Context: an optimization exercise on an open-source flow, tuned for small area and few clock cycles per item. The choices shown serve that exercise and are no tape-out recipe.
Where RTL was checked, it was by simulation tests only, not by an equivalence proof against the original.
No functional check of the RTL was part of run 2.
Power and IR drop assume default switching activity.

## flow/design.v (module list and top-level ports; edited modules follow where they fit)
// module fpu_mul_lopd48: 46 lines
// module fpu_mul_prenorm_pipe: 85 lines
// module fpu_mul_mant_mul: 1572 lines
// module fpu_mul_mant_fin: 27 lines
// module fpu_mul_fa: 4 lines
// module fpu_mul_ha: 4 lines
// module fpu_mul_xn: 3 lines
// module fpu_mul_or: 3 lines
// module fpu_mul_bx: 3 lines
// module fpu_mul_bs2: 4 lines
// module fpu_mul_bs: 3 lines
module fpu_mul_prenorm_pipe #(
  parameter int SIZE_DATA = 8,
  parameter int SIZE_MANT = 24,
  parameter int SIZE_LOPD = 8,
  parameter int BIAS      = 127
) (
  input  logic                   i_clk,
  input  logic                   i_rst_n,
  input  logic                   i_valid,
  output logic                   o_ready,
  input  logic [31:0]            i_data_a,
  input  logic [31:0]            i_data_b,
  output logic                   o_valid,
  input  logic                   i_ready,
  output logic                   o_sign,
  output logic [SIZE_DATA-1:0]   o_data_exp,
  output logic                   o_exp_oor,
  output logic [2*SIZE_MANT-1:0] o_mant_prod,
  output logic                   o_ov_flag,
  output logic                   o_un_flag,
  output logic [SIZE_LOPD-1:0]   o_one_pos,
  output logic                   o_zero_flag
);
  // ...
==> flow/run.sh <==
#!/bin/bash
# synth_recipe.tcl (not shown) runs the flow's synth.tcl, then flattens the netlist and writes it again
# the make line also repeats each setting of config.mk as NAME=value (left out here)
make -C /OpenROAD-flow-scripts/flow DESIGN_CONFIG=/design/flow/config.mk WORK_HOME=/design/flow/orfs CLKGATE_MAP_FILE= SYNTH_SCRIPT=/design/flow/synth_recipe.tcl finish
==> flow/config.mk <==
export PLATFORM = sky130hd
export DESIGN_NAME = fpu_mul_prenorm_pipe
export DESIGN_NICKNAME = fpu_mul_prenorm_pipe
export VERILOG_FILES = /design/flow/design.v
export SDC_FILE = /design/flow/constraint.sdc
export NUM_CORES = 4
export LEC_CHECK = 0
export CAP_MARGIN = 20
export CORE_MARGIN = 2
export CORE_UTILIZATION = 40
export CTS_BUF_LIST = sky130_fd_sc_hd__clkbuf_8
export GPL_TIMING_DRIVEN = 0
export SLEW_MARGIN = 20
export SYNTH_HIERARCHICAL = 1
export SYNTH_MINIMUM_KEEP_SIZE = 0
==> flow/constraint.sdc <==
create_clock -name core_clock -period 8.0 [get_ports {i_clk}]
set_input_delay 1.6000 -clock core_clock [delete_from_list [all_inputs] [get_ports {i_clk}]]
set_output_delay 1.6000 -clock core_clock [all_outputs]
set_load 0.01 [all_outputs]
==> results by group, run 1 <==
Clock network
  – Hold Buf Count CTS: 0
  – Number of buffers created by CTS: 9
  – Register clock-pin slew on the reported worst setup and hold paths: 0.07 ns
  – Number of clock sinks: 67

Die
  – Number of primary I/O pins: 139
  – Height of the chip: 202 um

Final layout
  – Seq cells: 67
  – Antenna Cells: 0
  – Register with the most flip-flops: r_sn

Routing
  – Metal3 WL: 3.91 mm
  – Highest metal layer with signal wires: met4
  – Post-DRT Antenna Nets: 0
  – Length of the first detailed-routing pass in iterations: 7
  – Wire length on met1: 21.1 mm
  – Residual DRC: 0

Global route
  – Largest net degree at the start of global routing: 57
  – Tot GR Track Use: 23.3%
  – Global routing met2 resource utilization: 36.4%

Status
  – Run status: timing/DRC/antenna clean

Worst setup path
  – Register-to-Register Path Depth: 3
  – Critical Path Sink: r_gn[1]$_DFFE_PP_
  – CP Cell Sequence: clkdlybuf4s50_1 > nor2_2 > buf_6 > a22oi_1 > fa_1 > fa_1 > fa_1 > or2_1 > fa_1 > fa_1 > fa_1 > fa_1 > fa_1 > fa_1 > buf_4
  – Cell with the biggest individual delay on the critical path: sky130_fd_sc_hd__clkdlybuf4s50_1
  – Cell mode on critical path: sky130_fd_sc_hd__fa_1
  – Type of element launching the critical path: input port
  – Crit path required time: 8.12 ns

Timing
  – Hold_ws: 0.541 ns
  – Period minus WS final: 7.86 ns
  – Max-slew violations: 0

Logic synthesis
  – Part of the Yosys area used for sequential elements: 12.7%
  – Cell accounting for the most synthesized area: sky130_fd_sc_hd__fa_1
  – Ys Warns: 12
  – Post-synth EDFFs: 66
  – Most used standard cell by instance count after synthesis: sky130_fd_sc_hd__fa_1

Power
  – Max rail drop VDD: 491 uV
  – Power dissipated in sequential cells: 1.20 mW
  – Clk. pwr: 232 uW
  – Share of power burned in combinational logic: 84.0%
  – Total power divided by cell area: 490 nW/um^2

Placed design
  – Number of buffers inserted by port buffering: 136
Testbench counts, summed over its fixed seeds: cycles 24,008, items 24,000.
==> module fpu_mul_prenorm_pipe, before the edit <==
module fpu_mul_prenorm_pipe #(
  parameter int SIZE_DATA = 8,
  parameter int SIZE_MANT = 24,
  parameter int SIZE_LOPD = 8,
  parameter int BIAS      = 127
) (
  input  logic                   i_clk,
  input  logic                   i_rst_n,
  input  logic                   i_valid,
  output logic                   o_ready,
  input  logic [31:0]            i_data_a,
  input  logic [31:0]            i_data_b,
  output logic                   o_valid,
  input  logic                   i_ready,
  output logic                   o_sign,
  output logic [SIZE_DATA-1:0]   o_data_exp,
  output logic                   o_exp_oor,
  output logic [2*SIZE_MANT-1:0] o_mant_prod,
  output logic                   o_ov_flag,
  output logic                   o_un_flag,
  output logic [SIZE_LOPD-1:0]   o_one_pos,
  output logic                   o_zero_flag
);
  localparam int FP_W    = fpu_mul_pkg::FP_W;
  localparam int EXP_W   = fpu_mul_pkg::EXP_W;
  localparam int FRAC_W  = fpu_mul_pkg::FRAC_W;
  localparam int NBLK    = 9;
  logic                       a_nz, b_nz;
  logic [EXP_W-1:0]           ea, eb;
  logic [SIZE_MANT-1:0]       ma, mb;
  logic [EXP_W:0]             exp_t;
  logic                       exp_oor;
  logic                       r_valid;
  logic                       r_sign;
  logic [SIZE_DATA-1:0]       r_exp;
  logic                       r_oor;
  logic [2*SIZE_MANT-1:0]     r_sn;
  logic [NBLK-2:0]            r_gn;
  logic [2*SIZE_MANT-1:0]     r_prod;
  logic                       load;
  logic [SIZE_LOPD-1:0]       lopd_pos;
  logic                       lopd_zero;
  logic [2*SIZE_MANT-1:0]     mul_sn;
  logic [NBLK-2:0]            mul_gn;
  assign a_nz = |i_data_a[FP_W-2:FRAC_W];
  assign b_nz = |i_data_b[FP_W-2:FRAC_W];
  assign ea   = a_nz ? i_data_a[FP_W-2:FRAC_W] : EXP_W'(1);
  assign eb   = b_nz ? i_data_b[FP_W-2:FRAC_W] : EXP_W'(1);
  assign ma   = {a_nz, i_data_a[FRAC_W-1:0]};
  assign mb   = {b_nz, i_data_b[FRAC_W-1:0]};
  assign exp_t   = {1'b0, ea} + {1'b0, eb} + (EXP_W+1)'(1);
  assign exp_oor = exp_t[EXP_W] ? (exp_t[EXP_W-1] | (&exp_t[EXP_W-2:0]))
                                : (~exp_t[EXP_W-1] | ~(|exp_t[EXP_W-2:0]));
  fpu_mul_mant_mul u_mul (.a(ma), .b(mb), .sn(mul_sn), .gn(mul_gn));
  assign load    = ~r_valid | i_ready;
  assign o_ready = load;
  always_ff @(posedge i_clk or negedge i_rst_n) begin
    if (!i_rst_n) r_valid <= 1'b0;
    else if (load) r_valid <= i_valid;
  end
  always_ff @(posedge i_clk) begin
    if (load && i_valid) begin
      r_sign <= i_data_a[FP_W-1] ^ i_data_b[FP_W-1];
      r_exp  <= {~exp_t[EXP_W-1], exp_t[EXP_W-2:0]};
      r_oor  <= exp_oor;
      r_sn   <= mul_sn;
      r_gn   <= mul_gn;
    end
  end
  fpu_mul_mant_fin u_fin (.sn(r_sn), .gn(r_gn), .p(r_prod));
  fpu_mul_lopd48 #(.SIZE_LOPD(SIZE_LOPD)) u_lopd (
    .prod_low (r_prod[46:0]),
    .one_pos  (lopd_pos),
    .all_zero (lopd_zero)
  );
  assign o_valid     = r_valid;
  assign o_sign      = r_sign;
  assign o_data_exp  = r_exp;
  assign o_exp_oor   = r_oor;
  assign o_mant_prod = r_prod;
  assign o_ov_flag   = r_prod[47];
  assign o_un_flag   = ~r_prod[47] & r_prod[46];
  assign o_zero_flag = ~r_prod[47] & lopd_zero;
  assign o_one_pos   = (r_prod[47] | r_prod[46]) ? '0 : lopd_pos;
endmodule
==> module fpu_mul_mant_fin, before the edit <==
module fpu_mul_mant_fin (
  input  logic [47:0] sn,
  input  logic [7:0] gn,
  output logic [47:0] p
);
  logic [47:0] s;
  logic [8:0] cin;
  assign s = ~sn;
  assign cin[0] = 1'b0;
  assign p[9:0] = s[9:0] + 10'(cin[0]);
  assign cin[1] = ~gn[0] | (cin[0] & (&s[9:0]));
  assign p[16:10] = s[16:10] + 7'(cin[1]);
  assign cin[2] = ~gn[1] | (cin[1] & (&s[16:10]));
  assign p[21:17] = s[21:17] + 5'(cin[2]);
  assign cin[3] = ~gn[2] | (cin[2] & (&s[21:17]));
  assign p[25:22] = s[25:22] + 4'(cin[3]);
  assign cin[4] = ~gn[3] | (cin[3] & (&s[25:22]));
  assign p[29:26] = s[29:26] + 4'(cin[4]);
  assign cin[5] = ~gn[4] | (cin[4] & (&s[29:26]));
  assign p[33:30] = s[33:30] + 4'(cin[5]);
  assign cin[6] = ~gn[5] | (cin[5] & (&s[33:30]));
  assign p[37:34] = s[37:34] + 4'(cin[6]);
  assign cin[7] = ~gn[6] | (cin[6] & (&s[37:34]));
  assign p[42:38] = s[42:38] + 5'(cin[7]);
  assign cin[8] = ~gn[7] | (cin[7] & (&s[42:38]));
  assign p[47:43] = s[47:43] + 5'(cin[8]);
endmodule
==> inputs of run 2 (changes only) <==
--- a/flow/design.v
+++ b/flow/design.v
@@ -97,3 +97,3 @@
   localparam int FRAC_W  = fpu_mul_pkg::FRAC_W;
-  localparam int NBLK    = 9;
+  localparam int NBLK    = 10;
   logic                       a_nz, b_nz;
@@ -160,3 +160,3 @@
   output logic [47:0] sn,
-  output logic [7:0] gn
+  output logic [8:0] gn
 );
@@ -1338,3 +1338,3 @@
   assign s1 = ~neg[0];
-  assign s2 = ~ppn10[6];
+  assign s2 = ~phn[3];
   fpu_mul_xn u_s3 (.a(negn[8]), .b(ppn0[16]), .y(s3));
@@ -1360,42 +1360,42 @@
   fpu_mul_fa u_s31 (.a(ppn4[14]), .b(ppn5[12]), .c(ppn6[10]), .s(s31), .co(c32));
-  fpu_mul_fa u_s33 (.a(ppn10[3]), .b(ppn11[1]), .c(ppn1[21]), .s(s33), .co(c34));
-  fpu_mul_fa u_s35 (.a(ppn2[19]), .b(ppn3[17]), .c(ppn4[15]), .s(s35), .co(c36));
-  fpu_mul_fa u_s37 (.a(ppn5[13]), .b(ppn6[11]), .c(ppn7[9]), .s(s37), .co(c38));
-  fpu_mul_xn u_s39 (.a(ppn8[7]), .b(ppn9[5]), .y(s39));
-  fpu_mul_or u_c40 (.a(ppn8[7]), .b(ppn9[5]), .y(c40));
-  fpu_mul_fa u_s41 (.a(ppn10[4]), .b(ppn11[2]), .c(ppn1[22]), .s(s41), .co(c42));
-  fpu_mul_fa u_s43 (.a(ppn2[20]), .b(ppn3[18]), .c(ppn4[16]), .s(s43), .co(c44));
-  fpu_mul_fa u_s45 (.a(ppn5[14]), .b(ppn6[12]), .c(ppn7[10]), .s(s45), .co(c46));
-  fpu_mul_fa u_s47 (.a(ppn8[8]), .b(ppn9[6]), .c(phn[1]), .s(s47), .co(c48));
-  fpu_mul_fa u_s49 (.a(s1), .b(ppn10[5]), .c(ppn11[3]), .s(s49), .co(c50));
-  fpu_mul_fa u_s51 (.a(ppn2[21]), .b(ppn3[19]), .c(ppn4[17]), .s(s51), .co(c52));
-  fpu_mul_fa u_s53 (.a(ppn5[15]), .b(ppn6[13]), .c(ppn7[11]), .s(s53), .co(c54));
-  fpu_mul_fa u_s55 (.a(ppn8[9]), .b(ppn9[7]), .c(phn[2]), .s(s55), .co(c56));
-  fpu_mul_fa u_s57 (.a(neg[0]), .b(ppn11[4]), .c(ppn2[22]), .s(s57), .co(c58));
-  fpu_mul_fa u_s59 (.a(ppn3[20]), .b(ppn4[18]), .c(ppn5[16]), .s(s59), .co(c60));
-  fpu_mul_fa u_s61 (.a(ppn6[14]), .b(ppn7[12]), .c(ppn8[10]), .s(s61), .co(c62));
-  fpu_mul_fa u_s63 (.a(ppn9[8]), .b(s2), .c(phn[3]), .s(s63), .co(c64));
-  fpu_mul_fa u_s65 (.a(neg[1]), .b(ppn10[6]), .c(ppn10[7]), .s(s65), .co(c66));
-  fpu_mul_fa u_s67 (.a(ppn11[5]), .b(ppn3[21]), .c(ppn4[19]), .s(s67), .co(c68));
-  fpu_mul_fa u_s69 (.a(ppn5[17]), .b(ppn6[15]), .c(ppn7[13]), .s(s69), .co(c70));
-  fpu_mul_fa u_s71 (.a(ppn8[11]), .b(ppn9[9]), .c(phn[4]), .s(s71), .co(c72));
-  fpu_mul_ha u_s73 (.a(ppn10[8]), .b(ppn11[6]), .s(s73), .co(c74));
-  fpu_mul_fa u_s75 (.a(ppn3[22]), .b(ppn4[20]), .c(ppn5[18]), .s(s75), .co(c76));
-  fpu_mul_fa u_s77 (.a(ppn6[16]), .b(ppn7[14]), .c(ppn8[12]), .s(s77), .co(c78));
-  fpu_mul_xn u_s79 (.a(ppn9[10]), .b(phn[5]), .y(s79));
-  fpu_mul_or u_c80 (.a(ppn9[10]), .b(phn[5]), .y(c80));
-  fpu_mul_fa u_s81 (.a(neg[2]), .b(ppn10[9]), .c(ppn11[7]), .s(s81), .co(c82));
-  fpu_mul_fa u_s83 (.a(ppn4[21]), .b(ppn5[19]), .c(ppn6[17]), .s(s83), .co(c84));
-  fpu_mul_fa u_s85 (.a(ppn7[15]), .b(ppn8[13]), .c(ppn9[11]), .s(s85), .co(c86));
-  fpu_mul_ha u_s87 (.a(ppn10[10]), .b(ppn11[8]), .s(s87), .co(c88));
-  fpu_mul_fa u_s89 (.a(ppn4[22]), .b(ppn5[20]), .c(ppn6[18]), .s(s89), .co(c90));
-  fpu_mul_xn u_s91 (.a(ppn7[16]), .b(ppn8[14]), .y(s91));
-  fpu_mul_or u_c92 (.a(ppn7[16]), .b(ppn8[14]), .y(c92));
-  fpu_mul_fa u_s93 (.a(neg[3]), .b(ppn10[11]), .c(ppn11[9]), .s(s93), .co(c94));
-  fpu_mul_fa u_s95 (.a(ppn5[21]), .b(ppn6[19]), .c(ppn7[17]), .s(s95), .co(c96));
-  fpu_mul_ha u_s97 (.a(ppn10[12]), .b(ppn11[10]), .s(s97), .co(c98));
-  fpu_mul_xn u_s99 (.a(ppn5[22]), .b(ppn6[20]), .y(s99));
-  fpu_mul_or u_c100 (.a(ppn5[22]), .b(ppn6[20]), .y(c100));
-  fpu_mul_fa u_s101 (.a(neg[4]), .b(ppn10[13]), .c(ppn11[11]), .s(s101), .co(c102));
-  assign s103 = ~ppn10[14];
+  fpu_mul_fa u_s33 (.a(phn[0]), .b(ppn10[3]), .c(ppn11[1]), .s(s33), .co(c34));
+  fpu_mul_fa u_s35 (.a(ppn1[21]), .b(ppn2[19]), .c(ppn3[17]), .s(s35), .co(c36));
+  fpu_mul_fa u_s37 (.a(ppn4[15]), .b(ppn5[13]), .c(ppn6[11]), .s(s37), .co(c38));
+  fpu_mul_xn u_s39 (.a(ppn7[9]), .b(ppn8[7]), .y(s39));
+  fpu_mul_or u_c40 (.a(ppn7[9]), .b(ppn8[7]), .y(c40));
+  fpu_mul_fa u_s41 (.a(phn[1]), .b(ppn10[4]), .c(ppn11[2]), .s(s41), .co(c42));
+  fpu_mul_fa u_s43 (.a(ppn1[22]), .b(ppn2[20]), .c(ppn3[18]), .s(s43), .co(c44));
+  fpu_mul_fa u_s45 (.a(ppn4[16]), .b(ppn5[14]), .c(ppn6[12]), .s(s45), .co(c46));
+  fpu_mul_fa u_s47 (.a(ppn7[10]), .b(ppn8[8]), .c(ppn9[6]), .s(s47), .co(c48));
+  fpu_mul_fa u_s49 (.a(s1), .b(phn[2]), .c(ppn10[5]), .s(s49), .co(c50));
+  fpu_mul_fa u_s51 (.a(ppn11[3]), .b(ppn2[21]), .c(ppn3[19]), .s(s51), .co(c52));
+  fpu_mul_fa u_s53 (.a(ppn4[17]), .b(ppn5[15]), .c(ppn6[13]), .s(s53), .co(c54));
+  fpu_mul_fa u_s55 (.a(ppn7[11]), .b(ppn8[9]), .c(ppn9[7]), .s(s55), .co(c56));
+  fpu_mul_fa u_s57 (.a(neg[0]), .b(ppn10[6]), .c(ppn11[4]), .s(s57), .co(c58));
+  fpu_mul_fa u_s59 (.a(ppn2[22]), .b(ppn3[20]), .c(ppn4[18]), .s(s59), .co(c60));
+  fpu_mul_fa u_s61 (.a(ppn5[16]), .b(ppn6[14]), .c(ppn7[12]), .s(s61), .co(c62));
+  fpu_mul_fa u_s63 (.a(ppn8[10]), .b(ppn9[8]), .c(s2), .s(s63), .co(c64));
+  fpu_mul_fa u_s65 (.a(neg[1]), .b(phn[3]), .c(phn[4]), .s(s65), .co(c66));
+  fpu_mul_fa u_s67 (.a(ppn10[7]), .b(ppn11[5]), .c(ppn3[21]), .s(s67), .co(c68));
+  fpu_mul_fa u_s69 (.a(ppn4[19]), .b(ppn5[17]), .c(ppn6[15]), .s(s69), .co(c70));
+  fpu_mul_fa u_s71 (.a(ppn7[13]), .b(ppn8[11]), .c(ppn9[9]), .s(s71), .co(c72));
+  fpu_mul_ha u_s73 (.a(phn[5]), .b(ppn10[8]), .s(s73), .co(c74));
+  fpu_mul_fa u_s75 (.a(ppn11[6]), .b(ppn3[22]), .c(ppn4[20]), .s(s75), .co(c76));
+  fpu_mul_fa u_s77 (.a(ppn5[18]), .b(ppn6[16]), .c(ppn7[14]), .s(s77), .co(c78));
+  fpu_mul_xn u_s79 (.a(ppn8[12]), .b(ppn9[10]), .y(s79));
+  fpu_mul_or u_c80 (.a(ppn8[12]), .b(ppn9[10]), .y(c80));
+  fpu_mul_fa u_s81 (.a(neg[2]), .b(phn[6]), .c(ppn10[9]), .s(s81), .co(c82));
+  fpu_mul_fa u_s83 (.a(ppn11[7]), .b(ppn4[21]), .c(ppn5[19]), .s(s83), .co(c84));
+  fpu_mul_fa u_s85 (.a(ppn6[17]), .b(ppn7[15]), .c(ppn8[13]), .s(s85), .co(c86));
+  fpu_mul_ha u_s87 (.a(phn[7]), .b(ppn10[10]), .s(s87), .co(c88));
+  fpu_mul_fa u_s89 (.a(ppn11[8]), .b(ppn4[22]), .c(ppn5[20]), .s(s89), .co(c90));
+  fpu_mul_xn u_s91 (.a(ppn6[18]), .b(ppn7[16]), .y(s91));
+  fpu_mul_or u_c92 (.a(ppn6[18]), .b(ppn7[16]), .y(c92));
+  fpu_mul_fa u_s93 (.a(neg[3]), .b(phn[8]), .c(ppn10[11]), .s(s93), .co(c94));
+  fpu_mul_fa u_s95 (.a(ppn11[9]), .b(ppn5[21]), .c(ppn6[19]), .s(s95), .co(c96));
+  fpu_mul_ha u_s97 (.a(phn[9]), .b(ppn10[12]), .s(s97), .co(c98));
+  fpu_mul_xn u_s99 (.a(ppn11[10]), .b(ppn5[22]), .y(s99));
+  fpu_mul_or u_c100 (.a(ppn11[10]), .b(ppn5[22]), .y(c100));
+  fpu_mul_fa u_s101 (.a(neg[4]), .b(phn[10]), .c(ppn10[13]), .s(s101), .co(c102));
+  assign s103 = ~phn[11];
   fpu_mul_xn u_s104 (.a(negn[5]), .b(ppn0[10]), .y(s104));
@@ -1439,3 +1439,3 @@
   fpu_mul_fa u_s168 (.a(s27), .b(s29), .c(s31), .s(s168), .co(c169));
-  fpu_mul_fa u_s170 (.a(phn[0]), .b(s39), .c(c28), .s(s170), .co(c171));
+  fpu_mul_fa u_s170 (.a(ppn9[5]), .b(s39), .c(c28), .s(s170), .co(c171));
   fpu_mul_fa u_s172 (.a(c30), .b(c32), .c(ppn0[23]), .s(s172), .co(c173));
@@ -1446,45 +1446,45 @@
   fpu_mul_fa u_s182 (.a(c42), .b(c44), .c(c46), .s(s182), .co(c183));
-  fpu_mul_fa u_s184 (.a(ppn1[23]), .b(s49), .c(s51), .s(s184), .co(c185));
-  fpu_mul_fa u_s186 (.a(s53), .b(c48), .c(s55), .s(s186), .co(c187));
+  fpu_mul_fa u_s184 (.a(c48), .b(ppn1[23]), .c(s49), .s(s184), .co(c185));
+  fpu_mul_fa u_s186 (.a(s51), .b(s53), .c(s55), .s(s186), .co(c187));
   fpu_mul_fa u_s188 (.a(c50), .b(c52), .c(c54), .s(s188), .co(c189));
-  fpu_mul_fa u_s190 (.a(ppn1[24]), .b(s57), .c(s59), .s(s190), .co(c191));
-  fpu_mul_fa u_s192 (.a(s61), .b(c56), .c(s63), .s(s192), .co(c193));
+  fpu_mul_fa u_s190 (.a(c56), .b(ppn1[24]), .c(s57), .s(s190), .co(c191));
+  fpu_mul_fa u_s192 (.a(s59), .b(s61), .c(s63), .s(s192), .co(c193));
   fpu_mul_fa u_s194 (.a(c58), .b(c60), .c(c62), .s(s194), .co(c195));
-  fpu_mul_fa u_s196 (.a(ppn2[23]), .b(s65), .c(s67), .s(s196), .co(c197));
-  fpu_mul_fa u_s198 (.a(s69), .b(c64), .c(s71), .s(s198), .co(c199));
-  fpu_mul_fa u_s200 (.a(s73), .b(c66), .c(c68), .s(s200), .co(c201));
-  fpu_mul_fa u_s202 (.a(c70), .b(ppn2[24]), .c(s75), .s(s202), .co(c203));
-  fpu_mul_fa u_s204 (.a(s77), .b(s79), .c(c72), .s(s204), .co(c205));
-  fpu_mul_fa u_s206 (.a(c74), .b(phn[6]), .c(c76), .s(s206), .co(c207));
-  fpu_mul_fa u_s208 (.a(c78), .b(c80), .c(ppn3[23]), .s(s208), .co(c209));
+  fpu_mul_fa u_s196 (.a(c64), .b(ppn2[23]), .c(s65), .s(s196), .co(c197));
+  fpu_mul_fa u_s198 (.a(s67), .b(s69), .c(s71), .s(s198), .co(c199));
+  fpu_mul_fa u_s200 (.a(s73), .b(s79), .c(c66), .s(s200), .co(c201));
+  fpu_mul_fa u_s202 (.a(c68), .b(c70), .c(c72), .s(s202), .co(c203));
+  fpu_mul_fa u_s204 (.a(ppn2[24]), .b(s75), .c(s77), .s(s204), .co(c205));
+  fpu_mul_fa u_s206 (.a(ppn9[11]), .b(c74), .c(c80), .s(s206), .co(c207));
+  fpu_mul_fa u_s208 (.a(c76), .b(c78), .c(ppn3[23]), .s(s208), .co(c209));
   fpu_mul_fa u_s210 (.a(s81), .b(s83), .c(s85), .s(s210), .co(c211));
-  fpu_mul_fa u_s212 (.a(ppn9[12]), .b(phn[7]), .c(s87), .s(s212), .co(c213));
+  fpu_mul_fa u_s212 (.a(ppn8[14]), .b(ppn9[12]), .c(s87), .s(s212), .co(c213));
   fpu_mul_fa u_s214 (.a(s91), .b(c82), .c(c84), .s(s214), .co(c215));
   fpu_mul_fa u_s216 (.a(c86), .b(ppn3[24]), .c(s89), .s(s216), .co(c217));
-  fpu_mul_fa u_s218 (.a(ppn8[15]), .b(ppn9[13]), .c(c88), .s(s218), .co(c219));
-  fpu_mul_fa u_s220 (.a(c92), .b(phn[8]), .c(c90), .s(s220), .co(c221));
+  fpu_mul_fa u_s218 (.a(ppn7[17]), .b(ppn8[15]), .c(ppn9[13]), .s(s218), .co(c219));
+  fpu_mul_fa u_s220 (.a(c88), .b(c92), .c(c90), .s(s220), .co(c221));
   fpu_mul_fa u_s222 (.a(ppn4[23]), .b(s93), .c(s95), .s(s222), .co(c223));
-  fpu_mul_fa u_s224 (.a(ppn7[18]), .b(ppn8[16]), .c(ppn9[14]), .s(s224), .co(c225));
-  fpu_mul_fa u_s226 (.a(phn[9]), .b(s97), .c(s99), .s(s226), .co(c227));
+  fpu_mul_fa u_s224 (.a(ppn6[20]), .b(ppn7[18]), .c(ppn8[16]), .s(s224), .co(c225));
+  fpu_mul_fa u_s226 (.a(ppn9[14]), .b(s97), .c(s99), .s(s226), .co(c227));
   fpu_mul_fa u_s228 (.a(c94), .b(c96), .c(ppn4[24]), .s(s228), .co(c229));
-  fpu_mul_fa u_s230 (.a(ppn6[21]), .b(ppn7[19]), .c(ppn8[17]), .s(s230), .co(c231));
-  fpu_mul_fa u_s232 (.a(ppn9[15]), .b(c100), .c(c98), .s(s232), .co(c233));
-  fpu_mul_fa u_s234 (.a(phn[10]), .b(ppn5[23]), .c(s101), .s(s234), .co(c235));
-  fpu_mul_fa u_s236 (.a(ppn11[12]), .b(ppn6[22]), .c(ppn7[20]), .s(s236), .co(c237));
-  fpu_mul_fa u_s238 (.a(ppn8[18]), .b(ppn9[16]), .c(s103), .s(s238), .co(c239));
-  fpu_mul_fa u_s240 (.a(phn[11]), .b(c102), .c(ppn5[24]), .s(s240), .co(c241));
-  fpu_mul_fa u_s242 (.a(neg[5]), .b(ppn10[14]), .c(ppn10[15]), .s(s242), .co(c243));
-  fpu_mul_fa u_s244 (.a(ppn11[13]), .b(ppn7[21]), .c(ppn8[19]), .s(s244), .co(c245));
-  fpu_mul_fa u_s246 (.a(ppn9[17]), .b(phn[12]), .c(ppn6[23]), .s(s246), .co(c247));
-  fpu_mul_ha u_s248 (.a(ppn10[16]), .b(ppn11[14]), .s(s248), .co(c249));
-  fpu_mul_fa u_s250 (.a(ppn7[22]), .b(ppn8[20]), .c(ppn9[18]), .s(s250), .co(c251));
-  fpu_mul_xn u_s252 (.a(phn[13]), .b(ppn6[24]), .y(s252));
-  fpu_mul_or u_c253 (.a(phn[13]), .b(ppn6[24]), .y(c253));
-  fpu_mul_fa u_s254 (.a(neg[6]), .b(ppn10[17]), .c(ppn11[15]), .s(s254), .co(c255));
-  fpu_mul_fa u_s256 (.a(ppn8[21]), .b(ppn9[19]), .c(phn[14]), .s(s256), .co(c257));
-  fpu_mul_ha u_s258 (.a(ppn10[18]), .b(ppn11[16]), .s(s258), .co(c259));
-  fpu_mul_xn u_s260 (.a(ppn8[22]), .b(ppn9[20]), .y(s260));
-  fpu_mul_or u_c261 (.a(ppn8[22]), .b(ppn9[20]), .y(c261));
-  fpu_mul_fa u_s262 (.a(neg[7]), .b(ppn10[19]), .c(ppn11[17]), .s(s262), .co(c263));
-  assign s264 = ~ppn10[20];
+  fpu_mul_fa u_s230 (.a(ppn11[11]), .b(ppn6[21]), .c(ppn7[19]), .s(s230), .co(c231));
+  fpu_mul_fa u_s232 (.a(ppn8[17]), .b(ppn9[15]), .c(c100), .s(s232), .co(c233));
+  fpu_mul_fa u_s234 (.a(c98), .b(ppn5[23]), .c(s101), .s(s234), .co(c235));
+  fpu_mul_fa u_s236 (.a(ppn10[14]), .b(ppn11[12]), .c(ppn6[22]), .s(s236), .co(c237));
+  fpu_mul_fa u_s238 (.a(ppn7[20]), .b(ppn8[18]), .c(ppn9[16]), .s(s238), .co(c239));
+  fpu_mul_fa u_s240 (.a(s103), .b(c102), .c(ppn5[24]), .s(s240), .co(c241));
+  fpu_mul_fa u_s242 (.a(neg[5]), .b(phn[11]), .c(phn[12]), .s(s242), .co(c243));
+  fpu_mul_fa u_s244 (.a(ppn10[15]), .b(ppn11[13]), .c(ppn7[21]), .s(s244), .co(c245));
+  fpu_mul_fa u_s246 (.a(ppn8[19]), .b(ppn9[17]), .c(ppn6[23]), .s(s246), .co(c247));
+  fpu_mul_ha u_s248 (.a(phn[13]), .b(ppn10[16]), .s(s248), .co(c249));
+  fpu_mul_fa u_s250 (.a(ppn11[14]), .b(ppn7[22]), .c(ppn8[20]), .s(s250), .co(c251));
+  fpu_mul_xn u_s252 (.a(ppn9[18]), .b(ppn6[24]), .y(s252));
+  fpu_mul_or u_c253 (.a(ppn9[18]), .b(ppn6[24]), .y(c253));
+  fpu_mul_fa u_s254 (.a(neg[6]), .b(phn[14]), .c(ppn10[17]), .s(s254), .co(c255));
+  fpu_mul_fa u_s256 (.a(ppn11[15]), .b(ppn8[21]), .c(ppn9[19]), .s(s256), .co(c257));
+  fpu_mul_ha u_s258 (.a(phn[15]), .b(ppn10[18]), .s(s258), .co(c259));
+  fpu_mul_xn u_s260 (.a(ppn11[16]), .b(ppn8[22]), .y(s260));
+  fpu_mul_or u_c261 (.a(ppn11[16]), .b(ppn8[22]), .y(c261));
+  fpu_mul_fa u_s262 (.a(neg[7]), .b(phn[16]), .c(ppn10[19]), .s(s262), .co(c263));
+  assign s264 = ~phn[17];
   fpu_mul_xn u_s265 (.a(negn[3]), .b(ppn0[6]), .y(s265));
@@ -1529,17 +1529,17 @@
   fpu_mul_fa u_s335 (.a(s176), .b(s178), .c(s180), .s(s335), .co(c336));
-  fpu_mul_fa u_s337 (.a(c177), .b(c179), .c(s182), .s(s337), .co(c338));
-  fpu_mul_fa u_s339 (.a(s184), .b(c181), .c(s186), .s(s339), .co(c340));
-  fpu_mul_fa u_s341 (.a(c183), .b(c185), .c(s188), .s(s341), .co(c342));
-  fpu_mul_fa u_s343 (.a(s190), .b(c187), .c(s192), .s(s343), .co(c344));
+  fpu_mul_fa u_s337 (.a(c177), .b(c179), .c(c181), .s(s337), .co(c338));
+  fpu_mul_fa u_s339 (.a(s182), .b(s184), .c(s186), .s(s339), .co(c340));
+  fpu_mul_fa u_s341 (.a(c183), .b(c185), .c(c187), .s(s341), .co(c342));
+  fpu_mul_fa u_s343 (.a(s188), .b(s190), .c(s192), .s(s343), .co(c344));
   fpu_mul_fa u_s345 (.a(c189), .b(c191), .c(s194), .s(s345), .co(c346));
-  fpu_mul_fa u_s347 (.a(s196), .b(c193), .c(s198), .s(s347), .co(c348));
-  fpu_mul_fa u_s349 (.a(c195), .b(c197), .c(s200), .s(s349), .co(c350));
-  fpu_mul_fa u_s351 (.a(s202), .b(c199), .c(s204), .s(s351), .co(c352));
-  fpu_mul_fa u_s353 (.a(c201), .b(c203), .c(s206), .s(s353), .co(c354));
-  fpu_mul_fa u_s355 (.a(s208), .b(s210), .c(c205), .s(s355), .co(c356));
-  fpu_mul_fa u_s357 (.a(s212), .b(c207), .c(c209), .s(s357), .co(c358));
+  fpu_mul_fa u_s347 (.a(c193), .b(s196), .c(s198), .s(s347), .co(c348));
+  fpu_mul_fa u_s349 (.a(c195), .b(c197), .c(c199), .s(s349), .co(c350));
+  fpu_mul_fa u_s351 (.a(s200), .b(s202), .c(s204), .s(s351), .co(c352));
+  fpu_mul_fa u_s353 (.a(s206), .b(c201), .c(c203), .s(s353), .co(c354));
+  fpu_mul_fa u_s355 (.a(c205), .b(s208), .c(s210), .s(s355), .co(c356));
+  fpu_mul_fa u_s357 (.a(c207), .b(s212), .c(c209), .s(s357), .co(c358));
   fpu_mul_fa u_s359 (.a(c211), .b(s214), .c(s216), .s(s359), .co(c360));
-  fpu_mul_fa u_s361 (.a(c213), .b(s218), .c(c215), .s(s361), .co(c362));
+  fpu_mul_fa u_s361 (.a(s218), .b(c213), .c(c215), .s(s361), .co(c362));
   fpu_mul_fa u_s363 (.a(c217), .b(s220), .c(s222), .s(s363), .co(c364));
-  fpu_mul_fa u_s365 (.a(s224), .b(c219), .c(s226), .s(s365), .co(c366));
+  fpu_mul_fa u_s365 (.a(c219), .b(s224), .c(s226), .s(s365), .co(c366));
   fpu_mul_fa u_s367 (.a(c221), .b(c223), .c(s228), .s(s367), .co(c368));
@@ -1554,16 +1554,16 @@
   fpu_mul_fa u_s385 (.a(c249), .b(c251), .c(ppn7[23]), .s(s385), .co(c386));
-  fpu_mul_fa u_s387 (.a(s254), .b(c253), .c(s256), .s(s387), .co(c388));
-  fpu_mul_fa u_s389 (.a(phn[15]), .b(s258), .c(s260), .s(s389), .co(c390));
-  fpu_mul_fa u_s391 (.a(c255), .b(ppn7[24]), .c(c257), .s(s391), .co(c392));
-  fpu_mul_fa u_s393 (.a(ppn9[21]), .b(c259), .c(c261), .s(s393), .co(c394));
-  fpu_mul_fa u_s395 (.a(phn[16]), .b(ppn8[23]), .c(s262), .s(s395), .co(c396));
-  fpu_mul_fa u_s397 (.a(ppn11[18]), .b(ppn9[22]), .c(s264), .s(s397), .co(c398));
-  fpu_mul_fa u_s399 (.a(phn[17]), .b(c263), .c(ppn8[24]), .s(s399), .co(c400));
-  fpu_mul_fa u_s401 (.a(neg[8]), .b(ppn10[20]), .c(ppn10[21]), .s(s401), .co(c402));
-  fpu_mul_fa u_s403 (.a(ppn11[19]), .b(phn[18]), .c(ppn9[23]), .s(s403), .co(c404));
-  fpu_mul_ha u_s405 (.a(ppn10[22]), .b(ppn11[20]), .s(s405), .co(c406));
-  fpu_mul_xn u_s407 (.a(phn[19]), .b(ppn9[24]), .y(s407));
-  fpu_mul_or u_c408 (.a(phn[19]), .b(ppn9[24]), .y(c408));
-  fpu_mul_fa u_s409 (.a(neg[9]), .b(ppn11[21]), .c(phn[20]), .s(s409), .co(c410));
-  assign s411 = ~ppn11[22];
+  fpu_mul_fa u_s387 (.a(s254), .b(s256), .c(c253), .s(s387), .co(c388));
+  fpu_mul_fa u_s389 (.a(ppn9[20]), .b(s258), .c(s260), .s(s389), .co(c390));
+  fpu_mul_fa u_s391 (.a(c255), .b(c257), .c(ppn7[24]), .s(s391), .co(c392));
+  fpu_mul_fa u_s393 (.a(ppn11[17]), .b(ppn9[21]), .c(c259), .s(s393), .co(c394));
+  fpu_mul_fa u_s395 (.a(c261), .b(ppn8[23]), .c(s262), .s(s395), .co(c396));
+  fpu_mul_fa u_s397 (.a(ppn10[20]), .b(ppn11[18]), .c(ppn9[22]), .s(s397), .co(c398));
+  fpu_mul_fa u_s399 (.a(s264), .b(c263), .c(ppn8[24]), .s(s399), .co(c400));
+  fpu_mul_fa u_s401 (.a(neg[8]), .b(phn[17]), .c(phn[18]), .s(s401), .co(c402));
+  fpu_mul_fa u_s403 (.a(ppn10[21]), .b(ppn11[19]), .c(ppn9[23]), .s(s403), .co(c404));
+  fpu_mul_ha u_s405 (.a(phn[19]), .b(ppn10[22]), .s(s405), .co(c406));
+  fpu_mul_xn u_s407 (.a(ppn11[20]), .b(ppn9[24]), .y(s407));
+  fpu_mul_or u_c408 (.a(ppn11[20]), .b(ppn9[24]), .y(c408));
+  fpu_mul_fa u_s409 (.a(neg[9]), .b(phn[20]), .c(ppn11[21]), .s(s409), .co(c410));
+  assign s411 = ~phn[21];
   fpu_mul_xn u_s412 (.a(negn[2]), .b(ppn0[4]), .y(s412));
@@ -1591,8 +1591,8 @@
   fpu_mul_fa u_s452 (.a(c330), .b(c332), .c(s333), .s(s452), .co(c453));
-  fpu_mul_fa u_s454 (.a(c334), .b(s337), .c(c336), .s(s454), .co(c455));
-  fpu_mul_fa u_s456 (.a(c338), .b(s341), .c(c340), .s(s456), .co(c457));
+  fpu_mul_fa u_s454 (.a(c334), .b(c336), .c(s337), .s(s454), .co(c455));
+  fpu_mul_fa u_s456 (.a(c338), .b(c340), .c(s341), .s(s456), .co(c457));
   fpu_mul_fa u_s458 (.a(c342), .b(s345), .c(c344), .s(s458), .co(c459));
-  fpu_mul_fa u_s460 (.a(c346), .b(s349), .c(s351), .s(s460), .co(c461));
-  fpu_mul_fa u_s462 (.a(c350), .b(s353), .c(s355), .s(s462), .co(c463));
-  fpu_mul_fa u_s464 (.a(c354), .b(s357), .c(s359), .s(s464), .co(c465));
+  fpu_mul_fa u_s460 (.a(c346), .b(c348), .c(s349), .s(s460), .co(c461));
+  fpu_mul_fa u_s462 (.a(c350), .b(s353), .c(c352), .s(s462), .co(c463));
+  fpu_mul_fa u_s464 (.a(c354), .b(c356), .c(s357), .s(s464), .co(c465));
   fpu_mul_fa u_s466 (.a(c358), .b(s361), .c(c360), .s(s466), .co(c467));
@@ -1604,4 +1604,4 @@
   fpu_mul_fa u_s478 (.a(c382), .b(s385), .c(s387), .s(s478), .co(c479));
-  fpu_mul_fa u_s480 (.a(s389), .b(c386), .c(c388), .s(s480), .co(c481));
-  fpu_mul_fa u_s482 (.a(c390), .b(s393), .c(s395), .s(s482), .co(c483));
+  fpu_mul_fa u_s480 (.a(s389), .b(c386), .c(s391), .s(s480), .co(c481));
+  fpu_mul_fa u_s482 (.a(c390), .b(s393), .c(c392), .s(s482), .co(c483));
   fpu_mul_fa u_s484 (.a(s397), .b(c394), .c(c396), .s(s484), .co(c485));
@@ -1609,5 +1609,5 @@
   fpu_mul_fa u_s488 (.a(s405), .b(c402), .c(s407), .s(s488), .co(c489));
-  fpu_mul_fa u_s490 (.a(c406), .b(ppn10[23]), .c(c408), .s(s490), .co(c491));
-  fpu_mul_fa u_s492 (.a(s411), .b(phn[21]), .c(ppn10[24]), .s(s492), .co(c493));
-  fpu_mul_fa u_s494 (.a(neg[10]), .b(ppn11[22]), .c(phn[22]), .s(s494), .co(c495));
+  fpu_mul_fa u_s490 (.a(c406), .b(ppn10[23]), .c(s409), .s(s490), .co(c491));
+  fpu_mul_fa u_s492 (.a(ppn11[22]), .b(s411), .c(c410), .s(s492), .co(c493));
+  fpu_mul_fa u_s494 (.a(neg[10]), .b(phn[21]), .c(phn[22]), .s(s494), .co(c495));
   assign s496 = ~phn[23];
@@ -1641,5 +1641,5 @@
   fpu_mul_fa u_s547 (.a(s347), .b(c457), .c(s458), .s(s547), .co(c548));
-  fpu_mul_fa u_s549 (.a(c348), .b(c459), .c(s460), .s(s549), .co(c550));
-  fpu_mul_fa u_s551 (.a(c352), .b(c461), .c(s462), .s(s551), .co(c552));
-  fpu_mul_fa u_s553 (.a(c356), .b(s464), .c(c463), .s(s553), .co(c554));
+  fpu_mul_fa u_s549 (.a(s351), .b(c459), .c(s460), .s(s549), .co(c550));
+  fpu_mul_fa u_s551 (.a(s355), .b(c461), .c(s462), .s(s551), .co(c552));
+  fpu_mul_fa u_s553 (.a(s359), .b(c463), .c(s464), .s(s553), .co(c554));
   fpu_mul_fa u_s555 (.a(s363), .b(c465), .c(s466), .s(s555), .co(c556));
@@ -1651,4 +1651,4 @@
   fpu_mul_fa u_s567 (.a(c384), .b(s478), .c(c477), .s(s567), .co(c568));
-  fpu_mul_fa u_s569 (.a(s391), .b(s480), .c(c479), .s(s569), .co(c570));
-  fpu_mul_fa u_s571 (.a(c392), .b(s482), .c(c481), .s(s571), .co(c572));
+  fpu_mul_fa u_s569 (.a(c388), .b(s480), .c(c479), .s(s569), .co(c570));
+  fpu_mul_fa u_s571 (.a(s395), .b(c481), .c(s482), .s(s571), .co(c572));
   fpu_mul_fa u_s573 (.a(s399), .b(c483), .c(s484), .s(s573), .co(c574));
@@ -1656,6 +1656,6 @@
   fpu_mul_fa u_s577 (.a(c404), .b(s488), .c(c487), .s(s577), .co(c578));
-  fpu_mul_fa u_s579 (.a(s409), .b(c489), .c(s490), .s(s579), .co(c580));
-  fpu_mul_fa u_s581 (.a(c410), .b(s492), .c(c491), .s(s581), .co(c582));
+  fpu_mul_fa u_s579 (.a(c408), .b(s490), .c(c489), .s(s579), .co(c580));
+  fpu_mul_fa u_s581 (.a(ppn10[24]), .b(c491), .c(s492), .s(s581), .co(c582));
   fpu_mul_fa u_s583 (.a(ppn11[23]), .b(s494), .c(c493), .s(s583), .co(c584));
-  fpu_mul_fa u_s585 (.a(s496), .b(ppn11[24]), .c(c495), .s(s585), .co(c586));
+  fpu_mul_fa u_s585 (.a(s496), .b(c495), .c(ppn11[24]), .s(s585), .co(c586));
   assign s587 = ~phn[23];
@@ -1680,5 +1680,5 @@
   fpu_mul_fa u_k603 (.a(c522), .b(s523), .c(k602), .s(sn[15]), .co(k603));
-  fpu_mul_fa u_k604 (.a(c524), .b(s525), .c(k603), .s(sn[16]), .co(k604));
-  fpu_mul_xn u_xk605 (.a(c526), .b(s527), .y(sn[17]));
-  fpu_mul_or u_k605 (.a(c526), .b(s527), .y(k605));
+  fpu_mul_xn u_xk604 (.a(c524), .b(s525), .y(sn[16]));
+  fpu_mul_or u_k604 (.a(c524), .b(s525), .y(k604));
+  fpu_mul_fa u_k605 (.a(c526), .b(s527), .c(k604), .s(sn[17]), .co(k605));
   fpu_mul_fa u_k606 (.a(c528), .b(s529), .c(k605), .s(sn[18]), .co(k606));
@@ -1686,43 +1686,45 @@
   fpu_mul_fa u_k608 (.a(c532), .b(s533), .c(k607), .s(sn[20]), .co(k608));
-  fpu_mul_fa u_k609 (.a(c534), .b(s535), .c(k608), .s(sn[21]), .co(k609));
-  fpu_mul_xn u_xk610 (.a(c536), .b(s537), .y(sn[22]));
-  fpu_mul_or u_k610 (.a(c536), .b(s537), .y(k610));
+  fpu_mul_xn u_xk609 (.a(c534), .b(s535), .y(sn[21]));
+  fpu_mul_or u_k609 (.a(c534), .b(s535), .y(k609));
+  fpu_mul_fa u_k610 (.a(c536), .b(s537), .c(k609), .s(sn[22]), .co(k610));
   fpu_mul_fa u_k611 (.a(c538), .b(s539), .c(k610), .s(sn[23]), .co(k611));
   fpu_mul_fa u_k612 (.a(c540), .b(s541), .c(k611), .s(sn[24]), .co(k612));
-  fpu_mul_fa u_k613 (.a(c542), .b(s543), .c(k612), .s(sn[25]), .co(k613));
-  fpu_mul_xn u_xk614 (.a(c544), .b(s545), .y(sn[26]));
-  fpu_mul_or u_k614 (.a(c544), .b(s545), .y(k614));
+  fpu_mul_xn u_xk613 (.a(c542), .b(s543), .y(sn[25]));
+  fpu_mul_or u_k613 (.a(c542), .b(s543), .y(k613));
+  fpu_mul_fa u_k614 (.a(c544), .b(s545), .c(k613), .s(sn[26]), .co(k614));
   fpu_mul_fa u_k615 (.a(c546), .b(s547), .c(k614), .s(sn[27]), .co(k615));
   fpu_mul_fa u_k616 (.a(c548), .b(s549), .c(k615), .s(sn[28]), .co(k616));
-  fpu_mul_fa u_k617 (.a(c550), .b(s551), .c(k616), .s(sn[29]), .co(k617));
-  fpu_mul_xn u_xk618 (.a(c552), .b(s553), .y(sn[30]));
-  fpu_mul_or u_k618 (.a(c552), .b(s553), .y(k618));
+  fpu_mul_xn u_xk617 (.a(c550), .b(s551), .y(sn[29]));
+  fpu_mul_or u_k617 (.a(c550), .b(s551), .y(k617));
+  fpu_mul_fa u_k618 (.a(c552), .b(s553), .c(k617), .s(sn[30]), .co(k618));
   fpu_mul_fa u_k619 (.a(c554), .b(s555), .c(k618), .s(sn[31]), .co(k619));
   fpu_mul_fa u_k620 (.a(c556), .b(s557), .c(k619), .s(sn[32]), .co(k620));
-  fpu_mul_fa u_k621 (.a(c558), .b(s559), .c(k620), .s(sn[33]), .co(k621));
-  fpu_mul_xn u_xk622 (.a(c560), .b(s561), .y(sn[34]));
-  fpu_mul_or u_k622 (.a(c560), .b(s561), .y(k622));
+  fpu_mul_xn u_xk621 (.a(c558), .b(s559), .y(sn[33]));
+  fpu_mul_or u_k621 (.a(c558), .b(s559), .y(k621));
+  fpu_mul_fa u_k622 (.a(c560), .b(s561), .c(k621), .s(sn[34]), .co(k622));
   fpu_mul_fa u_k623 (.a(c562), .b(s563), .c(k622), .s(sn[35]), .co(k623));
   fpu_mul_fa u_k624 (.a(c564), .b(s565), .c(k623), .s(sn[36]), .co(k624));
-  fpu_mul_fa u_k625 (.a(c566), .b(s567), .c(k624), .s(sn[37]), .co(k625));
-  fpu_mul_xn u_xk626 (.a(c568), .b(s569), .y(sn[38]));
-  fpu_mul_or u_k626 (.a(c568), .b(s569), .y(k626));
+  fpu_mul_xn u_xk625 (.a(c566), .b(s567), .y(sn[37]));
+  fpu_mul_or u_k625 (.a(c566), .b(s567), .y(k625));
+  fpu_mul_fa u_k626 (.a(c568), .b(s569), .c(k625), .s(sn[38]), .co(k626));
   fpu_mul_fa u_k627 (.a(c570), .b(s571), .c(k626), .s(sn[39]), .co(k627));
   fpu_mul_fa u_k628 (.a(c572), .b(s573), .c(k627), .s(sn[40]), .co(k628));
-  fpu_mul_fa u_k629 (.a(c574), .b(s575), .c(k628), .s(sn[41]), .co(k629));
+  fpu_mul_xn u_xk629 (.a(c574), .b(s575), .y(sn[41]));
+  fpu_mul_or u_k629 (.a(c574), .b(s575), .y(k629));
   fpu_mul_fa u_k630 (.a(c576), .b(s577), .c(k629), .s(sn[42]), .co(k630));
-  fpu_mul_xn u_xk631 (.a(c578), .b(s579), .y(sn[43]));
-  fpu_mul_or u_k631 (.a(c578), .b(s579), .y(k631));
+  fpu_mul_fa u_k631 (.a(c578), .b(s579), .c(k630), .s(sn[43]), .co(k631));
   fpu_mul_fa u_k632 (.a(c580), .b(s581), .c(k631), .s(sn[44]), .co(k632));
   fpu_mul_fa u_k633 (.a(c582), .b(s583), .c(k632), .s(sn[45]), .co(k633));
-  fpu_mul_fa u_k634 (.a(c584), .b(s585), .c(k633), .s(sn[46]), .co(k634));
+  fpu_mul_xn u_xk634 (.a(c584), .b(s585), .y(sn[46]));
+  fpu_mul_or u_k634 (.a(c584), .b(s585), .y(k634));
   fpu_mul_fa u_k635 (.a(c586), .b(s587), .c(k634), .s(sn[47]), .co(k635));
   assign gn[0] = k597;
-  assign gn[1] = k604;
-  assign gn[2] = k609;
-  assign gn[3] = k613;
-  assign gn[4] = k617;
-  assign gn[5] = k621;
-  assign gn[6] = k625;
-  assign gn[7] = k630;
+  assign gn[1] = k603;
+  assign gn[2] = k608;
+  assign gn[3] = k612;
+  assign gn[4] = k616;
+  assign gn[5] = k620;
+  assign gn[6] = k624;
+  assign gn[7] = k628;
+  assign gn[8] = k633;
 endmodule
@@ -1730,3 +1732,3 @@
   input  logic [47:0] sn,
-  input  logic [7:0] gn,
+  input  logic [8:0] gn,
   output logic [47:0] p
@@ -1734,3 +1736,3 @@
   logic [47:0] s;
-  logic [8:0] cin;
+  logic [9:0] cin;
   assign s = ~sn;
@@ -1739,17 +1741,19 @@
   assign cin[1] = ~gn[0] | (cin[0] & (&s[9:0]));
-  assign p[16:10] = s[16:10] + 7'(cin[1]);
-  assign cin[2] = ~gn[1] | (cin[1] & (&s[16:10]));
-  assign p[21:17] = s[21:17] + 5'(cin[2]);
-  assign cin[3] = ~gn[2] | (cin[2] & (&s[21:17]));
-  assign p[25:22] = s[25:22] + 4'(cin[3]);
-  assign cin[4] = ~gn[3] | (cin[3] & (&s[25:22]));
-  assign p[29:26] = s[29:26] + 4'(cin[4]);
-  assign cin[5] = ~gn[4] | (cin[4] & (&s[29:26]));
-  assign p[33:30] = s[33:30] + 4'(cin[5]);
-  assign cin[6] = ~gn[5] | (cin[5] & (&s[33:30]));
-  assign p[37:34] = s[37:34] + 4'(cin[6]);
-  assign cin[7] = ~gn[6] | (cin[6] & (&s[37:34]));
-  assign p[42:38] = s[42:38] + 5'(cin[7]);
-  assign cin[8] = ~gn[7] | (cin[7] & (&s[42:38]));
-  assign p[47:43] = s[47:43] + 5'(cin[8]);
+  assign p[15:10] = s[15:10] + 6'(cin[1]);
+  assign cin[2] = ~gn[1] | (cin[1] & (&s[15:10]));
+  assign p[20:16] = s[20:16] + 5'(cin[2]);
+  assign cin[3] = ~gn[2] | (cin[2] & (&s[20:16]));
+  assign p[24:21] = s[24:21] + 4'(cin[3]);
+  assign cin[4] = ~gn[3] | (cin[3] & (&s[24:21]));
+  assign p[28:25] = s[28:25] + 4'(cin[4]);
+  assign cin[5] = ~gn[4] | (cin[4] & (&s[28:25]));
+  assign p[32:29] = s[32:29] + 4'(cin[5]);
+  assign cin[6] = ~gn[5] | (cin[5] & (&s[32:29]));
+  assign p[36:33] = s[36:33] + 4'(cin[6]);
+  assign cin[7] = ~gn[6] | (cin[6] & (&s[36:33]));
+  assign p[40:37] = s[40:37] + 4'(cin[7]);
+  assign cin[8] = ~gn[7] | (cin[7] & (&s[40:37]));
+  assign p[45:41] = s[45:41] + 5'(cin[8]);
+  assign cin[9] = ~gn[8] | (cin[8] & (&s[45:41]));
+  assign p[47:46] = s[47:46] + 2'(cin[9]);
 endmodule
==> run 2 against run 1 <==
Compared with the run above:
- non-clock buffer count unchanged
- routed wire length is 1.6% higher
- sequential share of layout area increased by 0.12 points
- worst hold slack better by 0.0030 ns
- final area rose by 0.40%
- area after synthesis rose by 0.54%
- clock-buffer cell count unchanged
- synthesized cell count up 0.71%
- utilization grew 0.081 points
- largest power group unchanged
- register-to-register slack got worse by 0.06 ns
- clock power is 36% higher
- die area rose by 0.53%
==> results by group, run 2 <==
Worst setup path
  – Cell mode on critical path: sky130_fd_sc_hd__fa_1 (unchanged)
  – Cell family with the largest share of critical-path delay: adder cells (unchanged)
  – Type of the worst setup path: input port to flop (unchanged)
  – Maximum net fanout on the critical path: 27 (was 26)
  – Critical path data arrival time: 7.82 ns (was 7.98 ns)
  – Type of element launching the critical path: input port (unchanged)
  – Number of buffer and inverter instances along the worst setup path: 3 (unchanged)
  – Cell with the biggest individual delay on the critical path: sky130_fd_sc_hd__inv_2 (was sky130_fd_sc_hd__clkdlybuf4s50_1)
  – Critical path's largest stage delay: 0.65 ns (was 0.97 ns)
  – Crit path required time: 8.11 ns (was 8.12 ns)
  – Kind of end point of the critical path: flop (unchanged)
  – CP Cell Sequence: clkdlybuf4s50_1 > ha_1 > nand2b_1 > inv_2 > xor2_1 > a22oi_1 > fa_1 > fa_1 > fa_1 > fa_1 > fa_1 > or2_1 > fa_1 > fa_1 > fa_1 > buf_4 (was clkdlybuf4s50_1 > nor2_2 > buf_6 > a22oi_1 > fa_1 > fa_1 > fa_1 > or2_1 > fa_1 > fa_1 > fa_1 > fa_1 > fa_1 > fa_1 > buf_4)

Placed design
  – GP Congestion: 0.898 (was 0.890)
  – Number of buffers inserted by port buffering: 136 (unchanged)
  – Setup Slack @ Placement: -0.161 ns (was -0.211 ns)
  – Final HPWL DP: 37.5 mm (was 37.2 mm)

Routing
  – Length of the first detailed-routing pass in iterations: 5 (was 7)
  – Number of violations reported at the end of detailed-routing iteration 0: 1122 (was 1095)
  – Final WL: 48.2 mm (was 47.5 mm)
  – Routed via count: 12400 (was 12300)
  – Routed length per placed instance: 22.9 um (was 22.7 um)
  – Post-DRT Antenna Nets: 0 (unchanged)
  – Via-per-instance ratio: 5.88 (was 5.87)
  – Residual DRC: 0 (unchanged)

Global route
  – Number of antenna violations at the first check in global routing: 3 (was 1)
  – Largest net degree at the start of global routing: 52 (was 57)
  – Vias in the first global route: 12900 (was 12700)
  – Tot GR Track Use: 23.8% (was 23.3%)
  – First-pass GRT wire length: 75.5 mm (was 73.8 mm)
  – Congestion Overflow GR: 0 (unchanged)

Logic synthesis
  – Library cells used by synthesis: 65 (was 62)
  – Flip-flop and latch count after synthesis: 68 (was 67)
  – Post-synth EDFFs: 67 (was 66)
  – Part of the Yosys area used for sequential elements: 12.9% (was 12.7%)
  – Dominant cells by area after synthesis: sky130_fd_sc_hd__fa_1 37%, sky130_fd_sc_hd__xor2_1 15%, sky130_fd_sc_hd__a22oi_1 14% (was sky130_fd_sc_hd__fa_1 38%, sky130_fd_sc_hd__xor2_1 16%, sky130_fd_sc_hd__a22oi_1 14%)
  – Fraction of synthesized cell area taken by the top area cell type: 37.3% (was 37.6%)
  – Dominant synthesized flop cell: sky130_fd_sc_hd__edfxtp_1 (unchanged)
  – Number of instances in the synthesized netlist: 1416 (was 1406)
  – Mean post-synth cell area: 11.2 sq um (about the same)
  – Cell accounting for the most synthesized area: sky130_fd_sc_hd__fa_1 (unchanged)
  – Fraction of synthesis flops using an asynchronous set or reset pin: 1.47% (was 1.49%)
  – Mapped Area: 15800 sq um (was 15700 sq um)
  – Most instantiated cells after synthesis: 295 x sky130_fd_sc_hd__fa_1, 288 x sky130_fd_sc_hd__a22oi_1, 280 x sky130_fd_sc_hd__xor2_1, 67 x sky130_fd_sc_hd__edfxtp_1, 58 x sky130_fd_sc_hd__inv_1 (was 296 x sky130_fd_sc_hd__fa_1, 288 x sky130_fd_sc_hd__a22oi_1, 279 x sky130_fd_sc_hd__xor2_1, 66 x sky130_fd_sc_hd__edfxtp_1, 60 x sky130_fd_sc_hd__inv_1)
  – Most used standard cell by instance count after synthesis: sky130_fd_sc_hd__fa_1 (unchanged)
  – Ys Warns: 12 (unchanged)

Final layout
  – Flip-flop count of the largest register, all copies and words added: 48 (unchanged)
  – Layout overhead on the synthesized area: 16.1% (was 16.2%)
  – Most used cells in the layout excluding fill and tap cells: 295 x sky130_fd_sc_hd__fa_1, 288 x sky130_fd_sc_hd__a22oi_1, 280 x sky130_fd_sc_hd__xor2_1, 130 x sky130_fd_sc_hd__clkdlybuf4s50_1, 67 x sky130_fd_sc_hd__edfxtp_1 (was 296 x sky130_fd_sc_hd__fa_1, 288 x sky130_fd_sc_hd__a22oi_1, 279 x sky130_fd_sc_hd__xor2_1, 134 x sky130_fd_sc_hd__clkdlybuf4s50_1, 66 x sky130_fd_sc_hd__edfxtp_1)
  – Final nets: 1984 (was 1975)
  – Share of post-route cells with drive strength above 1: 6.76% (was 6.10%)
  – Most common library cell in the layout ignoring fill and taps: sky130_fd_sc_hd__fa_1 (unchanged)
  – Register with the most flip-flops: r_sn (unchanged)
  – Largest registers ranked by flip-flop count: r_sn: 48 flops, r_gn: 9 flops, r_exp: 8 flops (was r_sn: 48 flops, r_exp: 8 flops, r_gn: 8 flops)
  – Fill cells: 3564 (was 3571)

Clock network
  – Master cell of the clock root buffer: sky130_fd_sc_hd__clkbuf_8 (unchanged)
  – Worst-skew pair later-pin latency: 0.36 ns (about the same)
  – Number of buffers created by CTS: 9 (unchanged)
  – Setup repair bufs after CTS: 0 (unchanged)
  – Hold Buf Count CTS: 0 (unchanged)
  – Cells resized by post-CTS repair: 0 (unchanged)
  – Register clock-pin slew on the reported worst setup and hold paths: 0.07 ns (about the same)
  – Number of H-tree branching levels: 3 (unchanged)
  – Buffer depth of the longest clock path: 2 (unchanged)
  – TritonCTS clock tree: done (unchanged)
  – Number of clock sinks: 68 (was 67)

Power
  – Overall power of the completed layout: 8.91 mW (was 8.97 mW)
  – Proportion of power drawn by the clock network: 3.6% (was 2.6%)
  – Total power divided by cell area: 485 nW/um^2 (was 490 nW/um^2)
  – Sequential Power Share: 13.4% (about the same)
  – Design internal power: 4.71 mW (was 4.73 mW)
  – Switching power total: 4.20 mW (was 4.24 mW)
  – Switching fraction of total power: 47.2% (was 47.3%)
  – Share of power burned in combinational logic: 83.0% (was 84.0%)
  – Max rail drop VDD: 520 uV (was 491 uV)
  – Standby leakage power: 6.63 nW (was 6.60 nW)

Die
  – Full die area: 41200 sq um (was 41000 sq um)
  – Number of primary I/O pins: 139 (unchanged)
  – Height of the chip: 203 um (was 202 um)
  – Row cnt: 72 (unchanged)
  – Die X-Extent: 203 um (was 202 um)
  – Starting density of the core: 40.8% (was 40.6%)
  – Std-Cell Core Area: 38800 sq um (was 38700 sq um)

Timing
  – Unrepaired setup endpoints after global routing: no (unchanged)
  – Worst max-slew margin expressed relative to the limit: 20.4% (was 21.6%)
  – Post-route fraction of the period consumed by the critical path: 96.5% (was 98.3%)
  – Final critical-path setup slack: 0.282 ns (was 0.138 ns)
  – Max-slew violations: 0 (unchanged)
  – Final total negative setup slack: 0 ns (unchanged)
  – Maximum clock rate: 130 MHz (was 127 MHz)
  – Final setup viols: 0 (unchanged)
  – Fin Clk Skew: 0.0119 ns (was 0.00576 ns)
  – Final number of hold-violating endpoints: 0 (unchanged)
  – Worst Max-Slew Pin Slew: 1.19 ns (was 1.17 ns)
  – Period minus WS final: 7.72 ns (was 7.86 ns)

Min path
  – Hold Path Class: flop to flop (unchanged)

Status
  – Run status: timing/DRC/antenna clean (unchanged)

Flow run
  – Number of max-capacitance violations reported: 0 (unchanged)
run 2: cell count changes after synthesis, sizes merged, moves of 2 or more:
cell / previous run / this run
a31oi: 5 / 3
nand2: 41 / 49
o41ai: 1 / 3
nand3: 1 / 3
or4: 9 / 6
run 2: layout make-up:
type / instances / area [sq um] / area share [%]
timing repair buffer: 150 / 1570 / 8.54
clock buffer: 9 / 124 / 0.674
antenna: 1 / 2.50 / 0.0136
buffer: 28 / 161 / 0.879
clock inverter: 7 / 98.8 / 0.538
inverter: 60 / 225 / 1.23
sequential: 68 / 2040 / 11.1
tap: 518 / 648 / 3.53
multi-input combinational: 1262 / 13500 / 73.5
run 2: through the flow:
stage / util (%) / cell area [sq um] / hold WS [ns] / std cells
finish: 47.3 / 18400 / 0.544 / 2103
global route: 47.3 / 18400 / 0.575 / 2103
CTS: 47.3 / 18400 / 0.553 / 2101
detailed placement: 46.8 / 18200 / 0.532 / 2085
global placement: 46.0 / 17800 / 0.505 / 2072
floorplan: - / 15800 / 0.622 / 1418
run 2: worst paths after layout:
path,startpoint,end,slack (ns),cells after the start
max,i_data_b[7],r_gn[6]$_DFFE_PP_,0.28,16
min,r_valid$_DFFE_PN0N_,r_valid$_DFFE_PN0N_,0.54,2
max reg2reg,r_valid$_DFFE_PN0N_,r_sn[0]$_DFFE_PP_,6.54,3
min reg2reg,r_valid$_DFFE_PN0N_,r_valid$_DFFE_PN0N_,0.54,2
max in group asynchronous,i_rst_n,r_valid$_DFFE_PN0N_,6.52,1
min in group asynchronous,i_rst_n,r_valid$_DFFE_PN0N_,1.39,1
run 2: power groups by stage:
stage	Combinational [mW]	Sequential, mW	Clock, mW
CTS	7.41	1.20	0.328
detailed placement	7.40	1.20	0
global route	8.33	1.22	0.344
global placement	7.18	1.20	0
floorplan	4.57	1.18	0
finish	7.40	1.19	0.316
run 2: Yosys stat by module (local to each module, per instance), a selection:
module                times used  flops+latches
fpu_mul_or                    38              0
fpu_mul_bs                    12              0
fpu_mul_bs2                  144              0
fpu_mul_mant_fin               1              0
fpu_mul_bx                   264              0
fpu_mul_ha                     6              0
fpu_mul_prenorm_pipe           1             68
fpu_mul_xn                    38              0
fpu_mul_fa                   294              0
run 2: layer usage:
metal / up-vias / track usage (%) / wire [um]
li1: 5422 / - / -
met1: 6229 / 33.8 / 21100
met2: 630 / 36.7 / 21500
met3: 80 / 4.37 / 4290
met4: 0 / 8.13 / 1370
met5: - / 0 / 0
run 2: logic make-up after synthesis:
family                     Yosys count  synth area share (%)
adders and majority gates          337                  40.6
DFF                                 68                  12.9
and+or+nand+nor                    222                  8.05
AOI/OAI and AO/OA                  371                  17.8
xor gates and xnor gates           328                  18.2
buffers and inverters               88                  2.44
other                                2                0.0474
run 2: worst reg2reg max path, stage by stage, from the launching register on:
cell and delay (ns):
sky130_fd_sc_hd__dfrtp_1 0.38, sky130_fd_sc_hd__nand2b_1 0.11, sky130_fd_sc_hd__and2_4 0.32, sky130_fd_sc_hd__buf_16 0.29

re-timing with driven ports:
No port has a modelled driver above. Below, the same layouts with a new extraction and two added sets of constraints. Step 1 (the two cells are an assumption about what drives the block):
set clk [get_ports {i_clk}]
set_driving_cell -lib_cell sky130_fd_sc_hd__clkbuf_16 $clk
set_driving_cell -lib_cell sky130_fd_sc_hd__buf_2 [delete_from_list [all_inputs] $clk]
Step 2 moves the port delays by t, midway between the first and last clock arrival at a register: inputs arrive t later, outputs are due t later. That takes back most of the time a late clock gives input paths. Slacks: ideal ports / drivers / drivers and shift; pairs: ideal ports / drivers.
run	shift t [ns]	setup WS [ns]	worst setup path after step 2	worst register clock-pin slew, ns	worst slew at a driven data input, ns
run 1	0.392	0.138 / 0.153 / -0.239	input to register	0.07 / 0.07	0.06
run 2	0.389	0.282 / 0.302 / -0.087	input to register	0.09 / 0.09	0.05
With both steps, setup timing fails in run 1 and run 2, where it was met with ideal ports. The setup slack of run 1, which loses most, moves by +0.015 ns with the drivers and by -0.377 ns with both steps.
